What follows belongs to an exercise in optimizing a design on an open flow for a short achievable clock period and few clock cycles; a production flow would make more cautious choices.
Function not checked in this run: the RTL went through the layout flow alone.
Power figures rest on the tool's default switching activity, not on a simulated workload.

`design.v`:
```
module mips_multicycle_core #(
  parameter int unsigned ADDR_W   = 10,
  parameter logic [31:0] RESET_PC = 32'h0000_0000,
  parameter int unsigned CNT_W    = 32
) (
  input  logic              clk,
  input  logic              rst,
  output logic              mem_req,
  output logic              mem_we,
  output logic [ADDR_W-1:0] mem_addr,
  output logic [31:0]       mem_wdata,
  input  logic [31:0]       mem_rdata,
  input  logic              mem_ready,
  input  logic [4:0]        dbg_reg_addr,
  output logic [31:0]       dbg_reg_data,
  output logic [31:0]       pc_out,
  output logic              halted,
  output logic [CNT_W-1:0]  instr_count
);
  localparam bit EXT_OPS = 1'b0;
  localparam logic [5:0] OP_RTYPE = 6'h00, OP_J   = 6'h02, OP_BEQ = 6'h04, OP_BNE = 6'h05;
  localparam logic [5:0] OP_ADDI  = 6'h08, OP_ORI = 6'h0D, OP_LW  = 6'h23, OP_SW  = 6'h2B;
  localparam logic [5:0] FN_ADD = 6'h20, FN_SUB = 6'h22, FN_AND = 6'h24;
  localparam logic [5:0] FN_OR  = 6'h25, FN_NOR = 6'h27, FN_SLT = 6'h2A;
  localparam int CI_W = 5;                     
  localparam int CT_W = ADDR_W - CI_W;         
  function automatic logic funct_legal(input logic [5:0] f);
    case (f)
      FN_ADD, FN_SUB, FN_AND, FN_OR, FN_SLT: funct_legal = 1'b1;
      FN_NOR:  funct_legal = EXT_OPS;
      default: funct_legal = 1'b0;
    endcase
  endfunction
  typedef struct packed {
    logic legal;
    logic r, imm, ori, lw, sw, mem, br, bne, j;
    logic wr;           
    logic [4:0] dst;    
    logic use_rs, use_rt;
    logic pt;           
  } dec_t;
  function automatic dec_t decode(input logic [31:0] w);
    dec_t d;
    logic [5:0] op;
    op      = w[31:26];
    d.r     = (op == OP_RTYPE) && funct_legal(w[5:0]);
    d.ori   = EXT_OPS && (op == OP_ORI);
    d.imm   = (op == OP_ADDI) || d.ori;
    d.lw    = (op == OP_LW);
    d.sw    = (op == OP_SW);
    d.mem   = d.lw || d.sw;
    d.bne   = EXT_OPS && (op == OP_BNE);
    d.br    = (op == OP_BEQ) || d.bne;
    d.j     = (op == OP_J);
    d.legal = d.r | d.imm | d.lw | d.sw | d.br | d.j;
    d.wr    = d.r | d.imm | d.lw;
    d.dst   = d.r ? w[15:11] : w[20:16];
    d.use_rs = d.r | d.imm | d.lw | d.sw | d.br;
    d.use_rt = d.r | d.sw | d.br;
    d.pt    = d.j || ((op == OP_BEQ) && w[25:21] == w[20:16]);
    decode  = d;
  endfunction
  function automatic logic pairable(input logic [31:0] w0, input logic [31:0] w1);
    dec_t d0, d1;
    logic raw;
    d0  = decode(w0);
    d1  = decode(w1);
    raw = d0.wr && d0.dst != 5'd0 &&
          ((d1.use_rs && w1[25:21] == d0.dst) || (d1.use_rt && w1[20:16] == d0.dst));
    pairable = d0.legal && d1.legal && !d0.pt && !raw && !(d0.mem && d1.mem) &&
               !(d0.br && d1.sw);
  endfunction
  function automatic logic [31:0] target(input logic [31:0] w, input logic [31:0] pc);
    logic [31:0] p4;
    p4 = pc + 32'd4;
    if (w[31:26] == OP_J) target = {p4[31:28], w[25:0], 2'b00};
    else                  target = p4 + {{14{w[15]}}, w[15:0], 2'b00};
  endfunction
  logic [31:0]      pc0;           
  logic [31:0]      ir0, ir1;
  logic             v0;            
  logic             pair;          
  logic             halt_q;
  logic [31:0]      rf [32];
  logic [CNT_W-1:0] cnt;
  logic [31:0]      nfa;           
  logic [ADDR_W-1:0] nfa1_w;       
  logic             mreq, mwe;     
  logic [ADDR_W-1:0] maddr;
  logic [31:0]      mwdata;
  logic [31:0]        c_data [2**CI_W];
  logic [CT_W-1:0]    c_tag  [2**CI_W];
  logic [2**CI_W-1:0] c_val;
  dec_t d0, d1;
  assign d0 = decode(ir0);
  assign d1 = decode(ir1);
  logic [31:0] a0, b0, a1, b1;                   
  function automatic logic [31:0] alu(input logic [31:0] w, input dec_t d,
                                      input logic [31:0] a, input logic [31:0] b);
    logic [31:0] s, z;
    s = {{16{w[15]}}, w[15:0]};
    z = {16'h0000, w[15:0]};
    if (d.r) begin
      case (w[5:0])
        FN_SUB:  alu = a - b;
        FN_AND:  alu = a & b;
        FN_OR:   alu = a | b;
        FN_NOR:  alu = ~(a | b);
        FN_SLT:  alu = {31'b0, $signed(a) < $signed(b)};
        default: alu = a + b;
      endcase
    end else if (d.ori) begin
      alu = a | z;
    end else begin
      alu = a + s;
    end
  endfunction
  logic [31:0] r0, r1;
  assign r0 = alu(ir0, d0, a0, b0);
  assign r1 = alu(ir1, d1, a1, b1);
  logic taken0, taken1, ex0, ex1, halt_now, mis0, mis1, smc0, e_mem, e_sw, g1;
  assign taken0   = d0.bne ? (a0 != b0) : (a0 == b0);
  assign taken1   = d1.bne ? (a1 != b1) : (a1 == b1);
  assign halt_now = v0 && !d0.legal;
  assign ex0      = v0 && d0.legal && !halt_q;
  assign g1       = ex0 && pair;                        
  assign mis0     = ex0 && d0.br && !d0.pt && taken0;   
  assign smc0     = g1 && d0.sw && maddr == pc1_w;       
  assign ex1      = g1 && !mis0 && !smc0;
  assign mis1     = ex1 && d1.br && !d1.pt && taken1;
  assign e_mem    = (ex0 && d0.mem) || (g1 && d1.mem);
  assign e_sw     = (ex0 && d0.sw) || (g1 && d1.sw);
  logic [31:0] pc_p4, tgt0, tgt1;
  logic [ADDR_W-1:0] pc1_w;
  assign pc_p4 = pc0 + 32'd4;
  assign pc1_w = pc_p4[ADDR_W+1:2];
  assign tgt0  = target(ir0, pc0);
  assign tgt1  = target(ir1, pc_p4);
  logic we0, we1, fw0, fw1;
  logic [31:0] wd0, wd1;
  assign we0 = ex0 && d0.wr;
  assign we1 = ex1 && d1.wr;
  assign wd0 = d0.lw ? mem_rdata : r0;
  assign wd1 = d1.lw ? mem_rdata : r1;
  assign fw0 = ex0 && d0.wr && d0.dst != 5'd0;
  assign fw1 = g1 && d1.wr && d1.dst != 5'd0;
  logic port_f, adv;
  assign mem_req   = mreq;
  assign mem_we    = mwe;
  assign mem_addr  = maddr;
  assign mem_wdata = mwdata;
  assign port_f    = !e_mem;                   
  assign adv       = mreq && mem_ready;
  logic [ADDR_W-1:0] f_w0;
  logic        hit0, hit1, kill0, kill1, f_v0, f_pair;
  logic [31:0] f_ir0, f_ir1;
  dec_t        fd0, fd1;
  assign f_w0  = nfa[ADDR_W+1:2];
  assign hit0  = c_val[f_w0[CI_W-1:0]] && c_tag[f_w0[CI_W-1:0]] == f_w0[ADDR_W-1:CI_W];
  assign hit1  = c_val[nfa1_w[CI_W-1:0]] && c_tag[nfa1_w[CI_W-1:0]] == nfa1_w[ADDR_W-1:CI_W];
  assign kill0 = e_sw && maddr == f_w0;
  assign kill1 = e_sw && maddr == nfa1_w;
  assign f_ir0 = port_f ? mem_rdata : c_data[f_w0[CI_W-1:0]];
  assign f_ir1 = c_data[nfa1_w[CI_W-1:0]];
  assign fd0   = decode(f_ir0);
  assign fd1   = decode(f_ir1);
  logic [31:0] fea0, fea1, fsd;
  logic        haz0, haz1, g_v0, g_pair, g_mem0, g_mem1;
  assign fea0 = rf[f_ir0[25:21]] + {{16{f_ir0[15]}}, f_ir0[15:0]};
  assign fea1 = rf[f_ir1[25:21]] + {{16{f_ir1[15]}}, f_ir1[15:0]};
  assign haz0 = fd0.mem && ((fw0 && d0.dst == f_ir0[25:21]) || (fw1 && d1.dst == f_ir0[25:21]));
  assign haz1 = fd1.mem && ((fw0 && d0.dst == f_ir1[25:21]) || (fw1 && d1.dst == f_ir1[25:21]));
  assign f_v0   = (port_f || hit0) && !kill0;
  assign f_pair = f_v0 && hit1 && !kill1 && pairable(f_ir0, f_ir1);
  assign g_v0   = f_v0 && !haz0 && !mis0 && !smc0 && !mis1;
  assign g_pair = g_v0 && f_pair && !haz1;
  assign g_mem0 = g_v0 && fd0.mem;
  assign g_mem1 = g_pair && fd1.mem;
  function automatic logic [31:0] fwd(input logic [4:0] r);
    if (fw1 && d1.dst == r)      fwd = wd1;
    else if (fw0 && d0.dst == r) fwd = wd0;
    else                         fwd = rf[r];
  endfunction
  logic [31:0] fa0, fb0, fa1, fb1;
  assign fa0 = fwd(f_ir0[25:21]);
  assign fb0 = fwd(f_ir0[20:16]);
  assign fa1 = fwd(f_ir1[25:21]);
  assign fb1 = fwd(f_ir1[20:16]);
  assign fsd = fd0.mem ? fb0 : fb1;
  logic [31:0] n_pc0, n_nfa;
  always_comb begin
    if (mis0)                 begin n_pc0 = tgt0; n_nfa = tgt0; end
    else if (smc0)            begin n_pc0 = pc_p4; n_nfa = pc_p4; end
    else if (mis1)            begin n_pc0 = tgt1; n_nfa = tgt1; end
    else begin
      n_pc0 = nfa;
      if (!g_v0)              n_nfa = nfa;
      else if (fd0.pt)        n_nfa = target(f_ir0, nfa);
      else if (!g_pair)       n_nfa = nfa + 32'd4;
      else if (fd1.pt)        n_nfa = target(f_ir1, nfa + 32'd4);
      else                    n_nfa = nfa + 32'd8;
    end
  end
  logic st_hit;
  assign st_hit = c_val[maddr[CI_W-1:0]] && c_tag[maddr[CI_W-1:0]] == maddr[ADDR_W-1:CI_W];
  always_ff @(posedge clk) begin
    if (rst) begin
      c_val <= '0;
    end else if (adv && port_f) begin
      c_val[f_w0[CI_W-1:0]] <= 1'b1;
    end
  end
  always_ff @(posedge clk) begin
    if (adv && port_f) begin
      c_data[f_w0[CI_W-1:0]] <= mem_rdata;
      c_tag[f_w0[CI_W-1:0]]  <= f_w0[ADDR_W-1:CI_W];
    end else if (adv && e_sw && st_hit) begin
      c_data[maddr[CI_W-1:0]] <= mwdata;
    end
  end
  logic n_halt;
  assign n_halt = g_v0 && !fd0.legal;
  always_ff @(posedge clk) begin
    if (rst) begin
      pc0    <= RESET_PC;
      ir0    <= '0;
      ir1    <= '0;
      a0     <= '0;
      b0     <= '0;
      a1     <= '0;
      b1     <= '0;
      v0     <= 1'b0;
      pair   <= 1'b0;
      halt_q <= 1'b0;
      cnt    <= '0;
      nfa    <= RESET_PC;
      nfa1_w <= RESET_PC[ADDR_W+1:2] + ADDR_W'(1);
      mreq   <= 1'b1;
      mwe    <= 1'b0;
      maddr  <= RESET_PC[ADDR_W+1:2];
      mwdata <= '0;
      for (int i = 0; i < 32; i++) rf[i] <= '0;
    end else begin
      if (halt_now) halt_q <= 1'b1;
      if (adv) begin
        for (int i = 1; i < 32; i++) begin
          if (we1 && d1.dst == 5'(i))      rf[i] <= wd1;
          else if (we0 && d0.dst == 5'(i)) rf[i] <= wd0;
        end
        cnt    <= cnt + CNT_W'(ex0) + CNT_W'(ex1);
        ir0    <= f_ir0;
        ir1    <= f_ir1;
        a0     <= fa0;
        b0     <= fb0;
        a1     <= fa1;
        b1     <= fb1;
        pc0    <= n_pc0;
        v0     <= g_v0;
        pair   <= g_pair;
        nfa    <= n_nfa;
        nfa1_w <= n_nfa[ADDR_W+1:2] + ADDR_W'(1);
        mreq   <= !n_halt;
        mwe    <= (g_mem0 && fd0.sw) || (g_mem1 && fd1.sw);
        maddr  <= g_mem0 ? fea0[ADDR_W+1:2] : g_mem1 ? fea1[ADDR_W+1:2] : n_nfa[ADDR_W+1:2];
        mwdata <= fsd;
      end
    end
  end
  assign dbg_reg_data = (dbg_reg_addr == 5'd0) ? 32'd0 : rf[dbg_reg_addr];
  assign pc_out       = pc_p4;
  assign halted       = halt_q || halt_now;
  assign instr_count  = cnt;
endmodule
```
`run.sh`:
```
#!/bin/bash
# synth_recipe.tcl (not shown) runs the flow's synth.tcl, then flattens the netlist and writes it again
# the make line also repeats each setting of config.mk as NAME=value (left out here)
make -C /OpenROAD-flow-scripts/flow DESIGN_CONFIG=/design/flow/config.mk WORK_HOME=/design/flow/orfs CLKGATE_MAP_FILE= SYNTH_SCRIPT=/design/flow/synth_recipe.tcl finish
```
`config.mk`:
```
export PLATFORM = sky130hd
export DESIGN_NAME = mips_multicycle_core
export DESIGN_NICKNAME = mips_multicycle_core
export VERILOG_FILES = /design/flow/design.v
export SDC_FILE = /design/flow/constraint.sdc
export NUM_CORES = 4
export LEC_CHECK = 0
export ABC_CLOCK_PERIOD_IN_PS = 4000
export CAP_MARGIN = 20
export CORE_MARGIN = 2
export CORE_UTILIZATION = 40
export SETUP_SLACK_MARGIN = 4.5
export SLEW_MARGIN = 20
export TNS_END_PERCENT = 5
```
`constraint.sdc`:
```
create_clock -name core_clock -period 10.0 [get_ports {clk}]
set_input_delay 2.0000 -clock core_clock [delete_from_list [all_inputs] [get_ports {clk}]]
set_output_delay 2.0000 -clock core_clock [all_outputs]
set_load 0.01 [all_outputs]
```
==> results.toml <==
[clocking]
clock_tree.buffer_depth = 4
cts_hold_buffers = 0
clock_buffer_count_from_cts = 310
cts_htree_levels = 5
cts-root-buf = "clkbuf_16"
numClockSinks = 2568

[logic_synthesis]
synth-edff-count = 1184
synth_seq_cells = 2568
synth_area_per_cell_um2 = 8.89
synthTopCellsByCount = "nand2_1, nor2_1, clkbuf_1"
synth.top_cells.by_area = "edfxtp_1, dfxtp_1, mux4_2"
syn_area_um2 = 177000
total_of_warnings_raised_by_yosys = 2
synthCells = 19923
synth_top_area_share = 0.201
synth_area_leader_cell = "edfxtp_1"
netlist-cell-type-count = 108
dominantRegCellSynth = "dfxtp_1"
portion_of_the_post_synthesis_area_used_by_sequential_elements = 0.357
synth.most_common_cell = "nand2_1"
synth-async-reset-ratio = 0
synth_fp_nets = 20374

[outcome]
outcome = "aborted with a tool error"
flow.stopped_at = "global routing"
error_message = "[ERROR GRT-0232] Routing congestion too high. Check the congestion heatmap in the GUI."

[floorplanning]
num_rows = 244
die_w_um = 670
ioPinCount = 181
floorplan.initialDensity = 0.401
die_y_um = 670

[place]
place.gp.congestion = 1.17
place.port_buffers = 180
dp.final_hpwl_um = 1040000

[grt]
groute.usage.overall = 0.709
globalRoute.totalOverflow = 1
grt_start_max_net_pins = 194
[metal layers]
layer	GRT overflow	global-route usage
met1	0	0.754
met2	0	0.831
met3	0	0.571
met4	1	0.638
met5	0	0.343
[power groups by stage]
stage / Sequential (mW) / Clock [mW] / Combinational [mW]
CTS: 11.2 / 12.3 / 6.85
detailed placement: 11.5 / 0 / 5.76
global placement: 11.5 / 0 / 5.75
floorplan: 11.4 / 0 / 3.03
[kinds of logic after synthesis]
logic type,after synthesis,synth area share
AOI/OAI and AO/OA,6146,0.254
xor gates and xnor gates,529,0.0264
adders and majority gates,411,0.0294
buffers and inverters,2267,0.0510
DFF,2568,0.357
muxes,1128,0.109
and+or+nand+nor,6874,0.173
[worst max-delay path by stage]
stage          cells past startpoint                to  slack (ns)
2_1_floorplan                     32          maddr[8]        4.01
3_5_place_dp                       9  dbg_reg_data[13]        1.45
3_3_place_gp                       9  dbg_reg_data[13]        1.40
4_1_cts                           13    c_data[21][24]        3.76
[repair_timing]
item / CTS
setup endpoints to repair: 2993
gates cloned: 102
resized for setup: 1834
setup buffers: 936
pin swaps: 405
[per-stage QoR]
step | setup WS (ns) | util | std cells | instance area [um^2] | power [mW]
after floorplan | 4.01 | - | 19923 | 178000 | 14.4
after CTS | 3.76 | 0.502 | 26808 | 222000 | 30.4
after detailed placement | 1.45 | 0.433 | 25209 | 191000 | 17.3
after global placement | 1.40 | 0.432 | 25196 | 191000 | 17.2
